From an optimization exercise on the open Yosys and OpenROAD flow, aimed at small area, a short achievable clock period and few clock cycles; shortcuts taken in it are not production practice. RTL that was checked went through simulation tests only; none was proved equivalent to the original.

==> run a: inputs <==
==> flow/design.v <==
package lrtf_pkg;
    localparam int TIME_W   = 32;
    localparam int VALUE_W  = 16;
    localparam int CMD_W    = 2;
    localparam int STATUS_W = 3;
    localparam int PID_W    = 4;
    localparam int IN_W     = 32;
    localparam int OUT_W    = 136;
    localparam logic [CMD_W-1:0] CMD_ADD   = 2'd0;
    localparam logic [CMD_W-1:0] CMD_TICK  = 2'd1;
    localparam logic [CMD_W-1:0] CMD_CLEAR = 2'd2;
    localparam logic [STATUS_W-1:0] ST_ADDED    = 3'd0;
    localparam logic [STATUS_W-1:0] ST_REJECTED = 3'd1;
    localparam logic [STATUS_W-1:0] ST_IDLE     = 3'd2;
    localparam logic [STATUS_W-1:0] ST_RAN      = 3'd3;
    localparam logic [STATUS_W-1:0] ST_FINISHED = 3'd4;
    localparam logic [STATUS_W-1:0] ST_CLEARED  = 3'd5;
endpackage
module lrtf_dec16 (
    input  logic [15:0] a,
    output logic [15:0] d
);
    logic [15:0] z;
    assign z[0] = 1'b1;
    for (genvar i = 1; i < 16; i++)
    begin : g_bit
        assign z[i] = ~|a[i-1:0];
    end
    assign d = a ^ z;
endmodule
module lrtf_keycmp (
    input  logic [15:0] ar,
    input  logic [15:0] aa,
    input  logic [15:0] br,
    input  logic [15:0] ba,
    output logic        gt,
    output logic        eq
);
    logic [31:0] a, b;
    logic [31:0] g [6];
    logic [31:0] e [6];
    assign a = {ar, ~aa};
    assign b = {br, ~ba};
    assign g[0] = a & ~b;
    assign e[0] = ~(a ^ b);
    for (genvar l = 0; l < 5; l++)
    begin : g_lvl
        for (genvar i = 0; i < (16 >> l); i++)
        begin : g_node
            assign g[l+1][i] = g[l][2*i+1] | (e[l][2*i+1] & g[l][2*i]);
            assign e[l+1][i] = e[l][2*i+1] & e[l][2*i];
        end
        assign g[l+1][31:(16 >> l)] = '0;
        assign e[l+1][31:(16 >> l)] = '0;
    end
    assign gt = g[5][0];
    assign eq = e[5][0];
endmodule
module lrtf_tick_scheduler_top #(
    parameter int MAX_PROCESSES = 16
) (
    input  logic                           clk,
    input  logic                           rst_n,
    input  logic                           s_tvalid,
    output logic                           s_tready,
    input  logic [lrtf_pkg::IN_W-1:0]      s_tdata,
    input  logic [lrtf_pkg::CMD_W-1:0]     s_tuser,
    output logic                           m_tvalid,
    input  logic                           m_tready,
    output logic [lrtf_pkg::OUT_W-1:0]     m_tdata,
    output logic [lrtf_pkg::STATUS_W-1:0]  m_tuser
);
    localparam int NS  = 16;
    localparam int FSW = 20;
    logic [31:0]      t_reg;
    logic [4:0]       n_reg;
    logic [NS-1:0]    elig;           
    logic [NS-1:0]    pend;           
    logic [NS-1:0]    an_q;           
    logic [NS-1:0]    win_q;          
    logic [15:0]      kd_q;           
    logic [15:0]      ka_q;           
    logic [15:0]      arr   [NS];
    logic [15:0]      burst [NS];
    logic [15:0]      rem   [NS];
    logic [FSW-1:0]   fs    [NS];
    logic [NS-1:0]    started;
    logic             pm    [NS][NS];
    logic             r_valid;
    logic [1:0]       r_cmd;
    logic             r_add, r_tick, r_clr;
    logic             r_bnz;
    logic             p_valid;
    logic [2:0]       p_status;
    logic             p_fin;
    logic [3:0]       p_id;
    logic [15:0]      p_tlo;          
    logic             p_tb;           
    logic [FSW-1:0]   p_rlo;          
    logic [1:0]       p_rb;           
    logic [16:0]      p_wlo;          
    logic             p_wb;           
    logic go, proc, acc, c_add, c_tick, c_clr, add_ok, arrived_now;
    assign go       = !p_valid || m_tready;
    assign s_tready = !r_valid || go;
    assign acc      = s_tvalid && s_tready;
    assign proc     = r_valid && go;
    always_ff @(posedge clk or negedge rst_n)
    begin
        if (!rst_n)
            r_valid <= 1'b0;
        else if (s_tready)
            r_valid <= s_tvalid;
    end
    always_ff @(posedge clk)
    begin
        if (acc)
        begin
            r_cmd   <= s_tuser;
            r_add   <= (s_tuser == lrtf_pkg::CMD_ADD);
            r_tick  <= (s_tuser == lrtf_pkg::CMD_TICK);
            r_clr   <= (s_tuser == lrtf_pkg::CMD_CLEAR);
            r_bnz   <= (s_tdata[31:16] != 16'd0);
        end
    end
    assign c_add       = r_valid && r_add;
    assign c_tick      = r_valid && r_tick;
    assign c_clr       = r_valid && r_clr;
    assign add_ok      = c_add && r_bnz && !n_reg[4];
    assign arrived_now = (t_reg[31:16] != 16'd0) || (ka_q <= t_reg[15:0]);
    logic           found, win_last, win_started;
    logic [3:0]     win_id;
    logic [15:0]    win_burst;
    logic [FSW-1:0] win_fs;
    always_comb
    begin
        found       = |win_q;
        win_started = 1'b0;
        win_id      = '0;
        win_burst   = '0;
        win_fs      = '0;
        for (int i = 0; i < NS; i++)
        begin
            win_started |= win_q[i] & started[i];
            win_id      |= {4{win_q[i]}} & 4'(i);
            win_burst   |= {16{win_q[i]}} & burst[i];
            win_fs      |= {FSW{win_q[i]}} & fs[i];
        end
    end
    assign win_last = (kd_q == 16'd0);
    logic [15:0]   kd, ka;
    logic [NS-1:0] kgt, keq, sel, wr, upd;
    assign kd = kd_q;
    assign ka = ka_q;
    for (genvar j = 0; j < NS; j++)
    begin : g_cmp
        lrtf_keycmp u_cmp (.ar(kd), .aa(ka), .br(rem[j]), .ba(arr[j]), .gt(kgt[j]), .eq(keq[j]));
    end
    logic          pm_n   [NS][NS];
    logic [NS-1:0] elig_n;
    logic [NS-1:0] pend_n;
    logic [NS-1:0] win_n;
    for (genvar i = 0; i < NS; i++)
    begin : g_row
        for (genvar j = i + 1; j < NS; j++)
        begin : g_col
            assign pm_n[i][j] = upd[i] ? (kgt[j] || keq[j]) : (upd[j] ? !kgt[i] : pm[i][j]);
            always_ff @(posedge clk)
                if (proc)
                    pm[i][j] <= pm_n[i][j];
        end
    end
    logic [31:0] t_inc;
    logic [15:0] t1_q, t2_q;
    logic        t1_ok, t2_ok;
    logic [NS-1:0] an_n;
    assign t_inc = (t_reg == 32'hFFFF_FFFF) ? t_reg : t_reg + 32'd1;
    for (genvar i = 0; i < NS; i++)
    begin : g_slot
        logic arrive;
        assign wr[i]  = add_ok && (n_reg[3:0] == 4'(i));
        assign sel[i] = c_tick && win_q[i];
        assign upd[i] = wr[i] || sel[i];
        assign arrive = an_q[i];
        always_comb
        begin
            elig_n[i] = elig[i];
            pend_n[i] = pend[i];
            an_n[i]   = an_q[i];
            if (c_clr)
            begin
                elig_n[i] = 1'b0;
                pend_n[i] = 1'b0;
                an_n[i]   = 1'b0;
            end
            else if (wr[i])
            begin
                elig_n[i] = arrived_now;
                pend_n[i] = !arrived_now;
                an_n[i]   = !arrived_now && t1_ok && (ka_q == t1_q);
            end
            else if (c_tick)
            begin
                elig_n[i] = (elig[i] && !(win_q[i] && win_last)) || arrive;
                pend_n[i] = pend[i] && !arrive;
                an_n[i]   = pend[i] && !arrive && t2_ok && (arr[i] == t2_q);
            end
        end
        always_ff @(posedge clk)
        begin
            if (proc)
            begin
                if (upd[i])
                    rem[i] <= kd;
                if (wr[i])
                begin
                    arr[i]     <= ka_q;
                    burst[i]   <= kd_q;
                    started[i] <= 1'b0;
                end
                else if (sel[i])
                begin
                    started[i] <= 1'b1;
                    if (!started[i])
                        fs[i] <= t_reg[FSW-1:0];
                end
            end
        end
    end
    logic [NS-1:0] s_best;            
    logic [NS-1:0] s_tick;            
    logic [NS-1:0] s_set;
    logic [NS-1:0] u_above;           
    logic [NS-1:0] u_beats;           
    logic          u_elig, u_wins;
    logic [15:0]   s_rem, s_arr;
    assign u_elig = r_tick ? (found && !win_last) : (add_ok && arrived_now);
    for (genvar i = 0; i < NS; i++)
    begin : g_set
        assign s_set[i] = (elig[i] && !win_q[i]) || an_q[i];
    end
    for (genvar i = 0; i < NS; i++)
    begin : g_win
        logic [NS-1:0] beats_old;
        for (genvar j = 0; j < NS; j++)
        begin : g_pair
            if (i < j)
                assign beats_old[j] = !s_set[j] || pm[i][j];
            else if (i > j)
                assign beats_old[j] = !s_set[j] || !pm[j][i];
            else
                assign beats_old[j] = 1'b1;
        end
        if (i < NS - 1)
            assign u_above[i] = |upd[NS-1:i+1];
        else
            assign u_above[i] = 1'b0;
        assign s_tick[i]  = s_set[i] && (&beats_old);
        assign u_beats[i] = kgt[i] || (keq[i] && !u_above[i]);
    end
    assign s_best = r_tick ? s_tick : (r_clr ? '0 : win_q);
    always_comb
    begin
        s_rem = '0;
        s_arr = '0;
        for (int i = 0; i < NS; i++)
        begin
            s_rem |= {16{s_best[i]}} & rem[i];
            s_arr |= {16{s_best[i]}} & arr[i];
        end
    end
    assign u_wins = u_elig && !(|(s_best & ~u_beats));
    assign win_n  = u_wins ? upd : s_best;
    logic [15:0] u_dec, s_dec;
    lrtf_dec16 u_udec (.a(kd), .d(u_dec));
    lrtf_dec16 u_sdec (.a(s_rem), .d(s_dec));
    always_ff @(posedge clk)
    begin
        if (acc && (s_tuser == lrtf_pkg::CMD_ADD))
        begin
            kd_q <= s_tdata[31:16];
            ka_q <= s_tdata[15:0];
        end
        else if (proc)
        begin
            kd_q <= u_wins ? u_dec : s_dec;
            ka_q <= u_wins ? ka : s_arr;
        end
    end
    always_ff @(posedge clk or negedge rst_n)
    begin
        if (!rst_n)
        begin
            elig  <= '0;
            pend  <= '0;
            an_q  <= '0;
            win_q <= '0;
        end
        else if (proc)
        begin
            elig  <= elig_n;
            pend  <= pend_n;
            an_q  <= an_n;
            win_q <= win_n;
        end
    end
    always_ff @(posedge clk or negedge rst_n)
    begin
        if (!rst_n)
        begin
            t_reg    <= '0;
            t1_q     <= 16'd1;
            t1_ok    <= 1'b1;
            t2_q     <= 16'd2;
            t2_ok    <= 1'b1;
            n_reg    <= '0;
            p_valid  <= 1'b0;
            p_status <= '0;
            p_fin    <= 1'b0;
            p_id     <= '0;
        end
        else
        begin
            if (go)
                p_valid <= r_valid;
            if (proc)
            begin
                p_id  <= '0;
                p_fin <= 1'b0;
                case (r_cmd)
                    lrtf_pkg::CMD_ADD:
                    begin
                        if (add_ok)
                        begin
                            p_status <= lrtf_pkg::ST_ADDED;
                            p_id     <= n_reg[3:0];
                            n_reg    <= n_reg + 5'd1;
                        end
                        else
                            p_status <= lrtf_pkg::ST_REJECTED;
                    end
                    lrtf_pkg::CMD_TICK:
                    begin
                        t_reg <= t_inc;
                        t1_q  <= t2_q;
                        t1_ok <= t2_ok;
                        t2_q  <= t2_q + 16'd1;
                        t2_ok <= t2_ok && (t2_q != 16'hFFFF);
                        if (!found)
                            p_status <= lrtf_pkg::ST_IDLE;
                        else
                        begin
                            p_id <= win_id;
                            if (win_last)
                            begin
                                p_status <= lrtf_pkg::ST_FINISHED;
                                p_fin    <= 1'b1;
                            end
                            else
                                p_status <= lrtf_pkg::ST_RAN;
                        end
                    end
                    lrtf_pkg::CMD_CLEAR:
                    begin
                        p_status <= lrtf_pkg::ST_CLEARED;
                        t_reg    <= '0;
                        t1_q     <= 16'd1;
                        t1_ok    <= 1'b1;
                        t2_q     <= 16'd2;
                        t2_ok    <= 1'b1;
                        n_reg    <= '0;
                    end
                    default:
                        p_status <= lrtf_pkg::ST_REJECTED;
                endcase
            end
        end
    end
    logic [FSW-1:0] f_fs;
    logic [16:0]    f_t17;
    logic [20:0]    f_r21;
    logic [17:0]    f_w18;
    assign f_fs  = win_started ? win_fs : t_reg[FSW-1:0];
    assign f_t17 = {1'b0, t_inc[15:0]} - {1'b0, ka_q};
    assign f_r21 = {1'b0, f_fs} - {5'd0, ka_q};
    assign f_w18 = {1'b0, t_inc[16:0]} - ({2'b0, ka_q} + {2'b0, win_burst});
    always_ff @(posedge clk)
    begin
        if (proc)
        begin
            p_tlo <= f_t17[15:0];
            p_tb  <= f_t17[16];
            p_rlo <= f_r21[FSW-1:0];
            p_rb  <= 2'(f_r21[20]) + 2'(f_fs > t_inc[FSW-1:0]);
            p_wlo <= f_w18[16:0];
            p_wb  <= f_w18[17];
        end
    end
    logic [31:0] o_tat, o_resp, o_wait;
    logic [15:0] o_thi;
    logic [15:0] o_whi;
    assign o_thi  = t_reg[31:16] - 16'(p_tb);
    assign o_tat  = {o_thi, p_tlo};
    assign o_resp = {t_reg[31:FSW] - 12'(p_rb), p_rlo};
    assign o_whi  = {1'b0, t_reg[31:17]} - 16'(p_wb);
    assign o_wait = o_whi[15] ? 32'd0 : {o_whi[14:0], p_wlo};
    assign m_tvalid = p_valid;
    assign m_tuser  = p_status;
    assign m_tdata  = {4'd0, o_wait & {32{p_fin}}, o_tat & {32{p_fin}}, o_resp & {32{p_fin}},
                       t_reg & {32{p_fin}}, p_id};
endmodule
==> flow/run.sh <==
#!/bin/bash
# synth_recipe.tcl (not shown) runs the flow's synth.tcl, then flattens the netlist and writes it again
# the make line also repeats each setting of config.mk as NAME=value (left out here)
make -C /OpenROAD-flow-scripts/flow DESIGN_CONFIG=/design/flow/config.mk WORK_HOME=/design/flow/orfs CLKGATE_MAP_FILE= SYNTH_SCRIPT=/design/flow/synth_recipe.tcl finish
==> flow/config.mk <==
export PLATFORM = sky130hd
export DESIGN_NAME = lrtf_tick_scheduler_top
export DESIGN_NICKNAME = lrtf_tick_scheduler_top
export VERILOG_FILES = /design/flow/design.v
export SDC_FILE = /design/flow/constraint.sdc
export NUM_CORES = 4
export LEC_CHECK = 0
export CAP_MARGIN = 20
export CORE_MARGIN = 2
export CORE_UTILIZATION = 55
export CTS_CLUSTER_DIAMETER = 60
export CTS_CLUSTER_SIZE = 25
export PLACE_DENSITY = 0.7
export SETUP_SLACK_MARGIN = 1.75
export SLEW_MARGIN = 20
export SYNTH_HIERARCHICAL = 1
==> flow/constraint.sdc <==
create_clock -name core_clock -period 6.0 [get_ports {clk}]
set_input_delay 1.2000 -clock core_clock [delete_from_list [all_inputs] [get_ports {clk}]]
set_output_delay 1.2000 -clock core_clock [all_outputs]
set_load 0.01 [all_outputs]
==> run b (differences from run a) <==
==> flow/design.v, changed modules only <==
module lrtf_tick_scheduler_top #(
    parameter int MAX_PROCESSES = 16
) (
    input  logic                           clk,
    input  logic                           rst_n,
    input  logic                           s_tvalid,
    output logic                           s_tready,
    input  logic [lrtf_pkg::IN_W-1:0]      s_tdata,
    input  logic [lrtf_pkg::CMD_W-1:0]     s_tuser,
    output logic                           m_tvalid,
    input  logic                           m_tready,
    output logic [lrtf_pkg::OUT_W-1:0]     m_tdata,
    output logic [lrtf_pkg::STATUS_W-1:0]  m_tuser
);
    localparam int NS  = 16;
    localparam int FSW = 20;
    logic [31:0]      t_reg;
    logic [4:0]       n_reg;
    logic [NS-1:0]    elig;           
    logic [NS-1:0]    pend;           
    logic [NS-1:0]    win_q;          
    logic [15:0]      kd_q;           
    logic [15:0]      ka_q;           
    logic [15:0]      arr   [NS];
    logic [15:0]      burst [NS];
    logic [15:0]      rem   [NS];
    logic [FSW-1:0]   fs    [NS];
    logic [NS-1:0]    started;
    logic             pm    [NS][NS];
    logic             r_valid;
    logic [1:0]       r_cmd;
    logic             r_add, r_tick, r_clr;
    logic [15:0]      r_arr, r_burst;
    logic             r_bnz;
    logic             p_valid;
    logic [2:0]       p_status;
    logic             p_fin;
    logic [3:0]       p_id;
    logic [15:0]      p_tlo;          
    logic             p_tb;           
    logic [FSW-1:0]   p_rlo;          
    logic [1:0]       p_rb;           
    logic [16:0]      p_wlo;          
    logic             p_wb;           
    logic go, proc, acc, c_add, c_tick, c_clr, add_ok, arrived_now;
    assign go       = !p_valid || m_tready;
    assign s_tready = !r_valid || go;
    assign acc      = s_tvalid && s_tready;
    assign proc     = r_valid && go;
    always_ff @(posedge clk or negedge rst_n)
    begin
        if (!rst_n)
            r_valid <= 1'b0;
        else if (s_tready)
            r_valid <= s_tvalid;
    end
    always_ff @(posedge clk)
    begin
        if (acc)
        begin
            r_cmd   <= s_tuser;
            r_add   <= (s_tuser == lrtf_pkg::CMD_ADD);
            r_tick  <= (s_tuser == lrtf_pkg::CMD_TICK);
            r_clr   <= (s_tuser == lrtf_pkg::CMD_CLEAR);
            r_arr   <= s_tdata[15:0];
            r_burst <= s_tdata[31:16];
            r_bnz   <= (s_tdata[31:16] != 16'd0);
        end
    end
    assign c_add       = r_valid && r_add;
    assign c_tick      = r_valid && r_tick;
    assign c_clr       = r_valid && r_clr;
    assign add_ok      = c_add && r_bnz && !n_reg[4];
    assign arrived_now = (t_reg[31:16] == 16'd0) && (r_arr <= t_reg[15:0]);
    logic           found, win_last, win_started;
    logic [3:0]     win_id;
    logic [15:0]    win_arr, win_burst;
    logic [FSW-1:0] win_fs;
    always_comb
    begin
        found       = |win_q;
        win_started = 1'b0;
        win_id      = '0;
        win_arr     = '0;
        win_burst   = '0;
        win_fs      = '0;
        for (int i = 0; i < NS; i++)
        begin
            win_started |= win_q[i] & started[i];
            win_id      |= {4{win_q[i]}} & 4'(i);
            win_arr     |= {16{win_q[i]}} & arr[i];
            win_burst   |= {16{win_q[i]}} & burst[i];
            win_fs      |= {FSW{win_q[i]}} & fs[i];
        end
    end
    assign win_last = (kd_q == 16'd0);
    logic [15:0]   kd, ka;
    logic [NS-1:0] kgt, keq, sel, wr, upd;
    assign kd = kd_q;
    assign ka = ka_q;
    for (genvar j = 0; j < NS; j++)
    begin : g_cmp
        assign kgt[j] = {kd, ~ka} >  {rem[j], ~arr[j]};
        assign keq[j] = {kd, ~ka} == {rem[j], ~arr[j]};
    end
    logic          pm_n   [NS][NS];
    logic [NS-1:0] elig_n;
    logic [NS-1:0] pend_n;
    logic [NS-1:0] win_n;
    for (genvar i = 0; i < NS; i++)
    begin : g_row
        for (genvar j = i + 1; j < NS; j++)
        begin : g_col
            assign pm_n[i][j] = upd[i] ? (kgt[j] || keq[j]) : (upd[j] ? !kgt[i] : pm[i][j]);
            always_ff @(posedge clk)
                if (proc)
                    pm[i][j] <= pm_n[i][j];
        end
    end
    logic [31:0] t_inc;
    logic [15:0] t1_q;
    logic        t1_ok;
    assign t_inc = (t_reg == 32'hFFFF_FFFF) ? t_reg : t_reg + 32'd1;
    for (genvar i = 0; i < NS; i++)
    begin : g_slot
        logic arrive;
        assign wr[i]  = add_ok && (n_reg[3:0] == 4'(i));
        assign sel[i] = c_tick && win_q[i];
        assign upd[i] = wr[i] || sel[i];
        assign arrive = pend[i] && t1_ok && (arr[i] == t1_q);
        always_comb
        begin
            elig_n[i] = elig[i];
            pend_n[i] = pend[i];
            if (c_clr)
            begin
                elig_n[i] = 1'b0;
                pend_n[i] = 1'b0;
            end
            else if (wr[i])
            begin
                elig_n[i] = arrived_now;
                pend_n[i] = !arrived_now;
            end
            else if (c_tick)
            begin
                elig_n[i] = (elig[i] && !(win_q[i] && win_last)) || arrive;
                pend_n[i] = pend[i] && !arrive;
            end
        end
        always_ff @(posedge clk)
        begin
            if (proc)
            begin
                if (upd[i])
                    rem[i] <= kd;
                if (wr[i])
                begin
                    arr[i]     <= r_arr;
                    burst[i]   <= r_burst;
                    started[i] <= 1'b0;
                end
                else if (sel[i])
                begin
                    started[i] <= 1'b1;
                    if (!started[i])
                        fs[i] <= t_reg[FSW-1:0];
                end
            end
        end
    end
    logic [NS-1:0] s_best;            
    logic [NS-1:0] s_tick;            
    logic [NS-1:0] s_set;
    logic [NS-1:0] u_above;           
    logic [NS-1:0] u_beats;           
    logic          u_elig, u_wins;
    logic [15:0]   s_rem, s_arr;
    assign u_elig = r_tick ? (found && !win_last) : (add_ok && arrived_now);
    for (genvar i = 0; i < NS; i++)
    begin : g_set
        assign s_set[i] = (elig[i] && !win_q[i]) || (pend[i] && t1_ok && (arr[i] == t1_q));
    end
    for (genvar i = 0; i < NS; i++)
    begin : g_win
        logic [NS-1:0] beats_old;
        for (genvar j = 0; j < NS; j++)
        begin : g_pair
            if (i < j)
                assign beats_old[j] = !s_set[j] || pm[i][j];
            else if (i > j)
                assign beats_old[j] = !s_set[j] || !pm[j][i];
            else
                assign beats_old[j] = 1'b1;
        end
        if (i < NS - 1)
            assign u_above[i] = |upd[NS-1:i+1];
        else
            assign u_above[i] = 1'b0;
        assign s_tick[i]  = s_set[i] && (&beats_old);
        assign u_beats[i] = kgt[i] || (keq[i] && !u_above[i]);
    end
    assign s_best = r_tick ? s_tick : (r_clr ? '0 : win_q);
    always_comb
    begin
        s_rem = '0;
        s_arr = '0;
        for (int i = 0; i < NS; i++)
        begin
            s_rem |= {16{s_best[i]}} & rem[i];
            s_arr |= {16{s_best[i]}} & arr[i];
        end
    end
    assign u_wins = u_elig && !(|(s_best & ~u_beats));
    assign win_n  = u_wins ? upd : s_best;
    logic [15:0] u_dec, s_dec;
    lrtf_dec16 u_udec (.a(kd), .d(u_dec));
    lrtf_dec16 u_sdec (.a(s_rem), .d(s_dec));
    always_ff @(posedge clk)
    begin
        if (acc && (s_tuser == lrtf_pkg::CMD_ADD))
        begin
            kd_q <= s_tdata[31:16];
            ka_q <= s_tdata[15:0];
        end
        else if (proc)
        begin
            kd_q <= u_wins ? u_dec : s_dec;
            ka_q <= u_wins ? ka : s_arr;
        end
    end
    always_ff @(posedge clk or negedge rst_n)
    begin
        if (!rst_n)
        begin
            elig  <= '0;
            pend  <= '0;
            win_q <= '0;
        end
        else if (proc)
        begin
            elig  <= elig_n;
            pend  <= pend_n;
            win_q <= win_n;
        end
    end
    always_ff @(posedge clk or negedge rst_n)
    begin
        if (!rst_n)
        begin
            t_reg    <= '0;
            t1_q     <= 16'd1;
            t1_ok    <= 1'b1;
            n_reg    <= '0;
            p_valid  <= 1'b0;
            p_status <= '0;
            p_fin    <= 1'b0;
            p_id     <= '0;
        end
        else
        begin
            if (go)
                p_valid <= r_valid;
            if (proc)
            begin
                p_id  <= '0;
                p_fin <= 1'b0;
                case (r_cmd)
                    lrtf_pkg::CMD_ADD:
                    begin
                        if (add_ok)
                        begin
                            p_status <= lrtf_pkg::ST_ADDED;
                            p_id     <= n_reg[3:0];
                            n_reg    <= n_reg + 5'd1;
                        end
                        else
                            p_status <= lrtf_pkg::ST_REJECTED;
                    end
                    lrtf_pkg::CMD_TICK:
                    begin
                        t_reg <= t_inc;
                        t1_q  <= t1_q + 16'd1;
                        t1_ok <= t1_ok && (t1_q != 16'hFFFF);
                        if (!found)
                            p_status <= lrtf_pkg::ST_IDLE;
                        else
                        begin
                            p_id <= win_id;
                            if (win_last)
                            begin
                                p_status <= lrtf_pkg::ST_FINISHED;
                                p_fin    <= 1'b1;
                            end
                            else
                                p_status <= lrtf_pkg::ST_RAN;
                        end
                    end
                    lrtf_pkg::CMD_CLEAR:
                    begin
                        p_status <= lrtf_pkg::ST_CLEARED;
                        t_reg    <= '0;
                        t1_q     <= 16'd1;
                        t1_ok    <= 1'b1;
                        n_reg    <= '0;
                    end
                    default:
                        p_status <= lrtf_pkg::ST_REJECTED;
                endcase
            end
        end
    end
    logic [FSW-1:0] f_fs;
    logic [16:0]    f_t17;
    logic [20:0]    f_r21;
    logic [17:0]    f_w18;
    assign f_fs  = win_started ? win_fs : t_reg[FSW-1:0];
    assign f_t17 = {1'b0, t_inc[15:0]} - {1'b0, win_arr};
    assign f_r21 = {1'b0, f_fs} - {5'd0, win_arr};
    assign f_w18 = {1'b0, t_inc[16:0]} - ({2'b0, win_arr} + {2'b0, win_burst});
    always_ff @(posedge clk)
    begin
        if (proc)
        begin
            p_tlo <= f_t17[15:0];
            p_tb  <= f_t17[16];
            p_rlo <= f_r21[FSW-1:0];
            p_rb  <= 2'(f_r21[20]) + 2'(f_fs > t_inc[FSW-1:0]);
            p_wlo <= f_w18[16:0];
            p_wb  <= f_w18[17];
        end
    end
    logic [31:0] o_tat, o_resp, o_wait;
    logic [15:0] o_thi;
    logic [15:0] o_whi;
    assign o_thi  = t_reg[31:16] - 16'(p_tb);
    assign o_tat  = {o_thi, p_tlo};
    assign o_resp = {t_reg[31:FSW] - 12'(p_rb), p_rlo};
    assign o_whi  = {1'b0, t_reg[31:17]} - 16'(p_wb);
    assign o_wait = o_whi[15] ? 32'd0 : {o_whi[14:0], p_wlo};
    assign m_tvalid = p_valid;
    assign m_tuser  = p_status;
    assign m_tdata  = {4'd0, o_wait & {32{p_fin}}, o_tat & {32{p_fin}}, o_resp & {32{p_fin}},
                       t_reg & {32{p_fin}}, p_id};
endmodule
// module lrtf_keycmp removed
==> flow/config.mk (replaced) <==
export PLATFORM = sky130hd
export DESIGN_NAME = lrtf_tick_scheduler_top
export DESIGN_NICKNAME = lrtf_tick_scheduler_top
export VERILOG_FILES = /design/flow/design.v
export SDC_FILE = /design/flow/constraint.sdc
export NUM_CORES = 4
export LEC_CHECK = 0
export CAP_MARGIN = 20
export CORE_MARGIN = 2
export CORE_UTILIZATION = 65
export PLACE_DENSITY = 0.75
export SETUP_SLACK_MARGIN = 1.5
export SLEW_MARGIN = 20
==> results.txt <==
| metric | run b | run a |
|---|---|---|
| Run status | aborted with a tool error | complete, no violations |
| Stage where the flow stopped | global routing | - |
| Synth warnings | 7 | 22 |
| Post-placement cell count | 9213 | 8956 |
| Share of the synthesized netlist area taken by xor and xnor gates | 3.896% | 4.459% |
| Average footprint of a synthesized cell | 11.34 µm² | 11.42 µm² |
| Register bit count reported by yosys | 1463 | 1464 |
| Post-DP HPWL | 304.8 mm | 231.8 mm |
| Vertical extent of the die | 360.7 µm | 383.8 µm |
| Synthesized instance count | 7290 | 6948 |
| Post-Synth Simple-Gate Area | 12.29% | 10.69% |
| Clock sink count | 1463 | 1464 |
| Number of enable-type register cells in the synthesized netlist | 1351 | 1319 |
| Row count | 130 | 139 |
| Portion of netlist area occupied by mux cells | 0.2799% | 0.2602% |
Testbench counts of run a, summed over its fixed seeds: cycles 8,386.
Only the layout flow was run in run b; the RTL was not checked for function there.

re-timing with driven ports:
The results above use ideal ports. As a check the final layout listed here was re-extracted and re-timed, cells and wires unchanged. Step 1 (the two cells are an assumption about what drives the block):
set clk [get_ports {clk}]
set_driving_cell -lib_cell sky130_fd_sc_hd__clkbuf_16 $clk
set_driving_cell -lib_cell sky130_fd_sc_hd__buf_2 [delete_from_list [all_inputs] $clk]
Step 2 also shifts input and output timing later by t, the mid clock arrival at the registers, as if the neighbouring blocks saw the same clock. Three values: ideal ports, drivers, drivers and shift; two values: the first two.
run: run a
shift t [ns]: 0.877
setup slack, ns: 1.543 / 1.543 / 1.278
hold slack, ns: 0.433 / 0.384 / 0.497
After both steps setup and hold are still met in run a. The setup slack of run a moves by 0.000 ns with the drivers and by -0.265 ns with both steps.
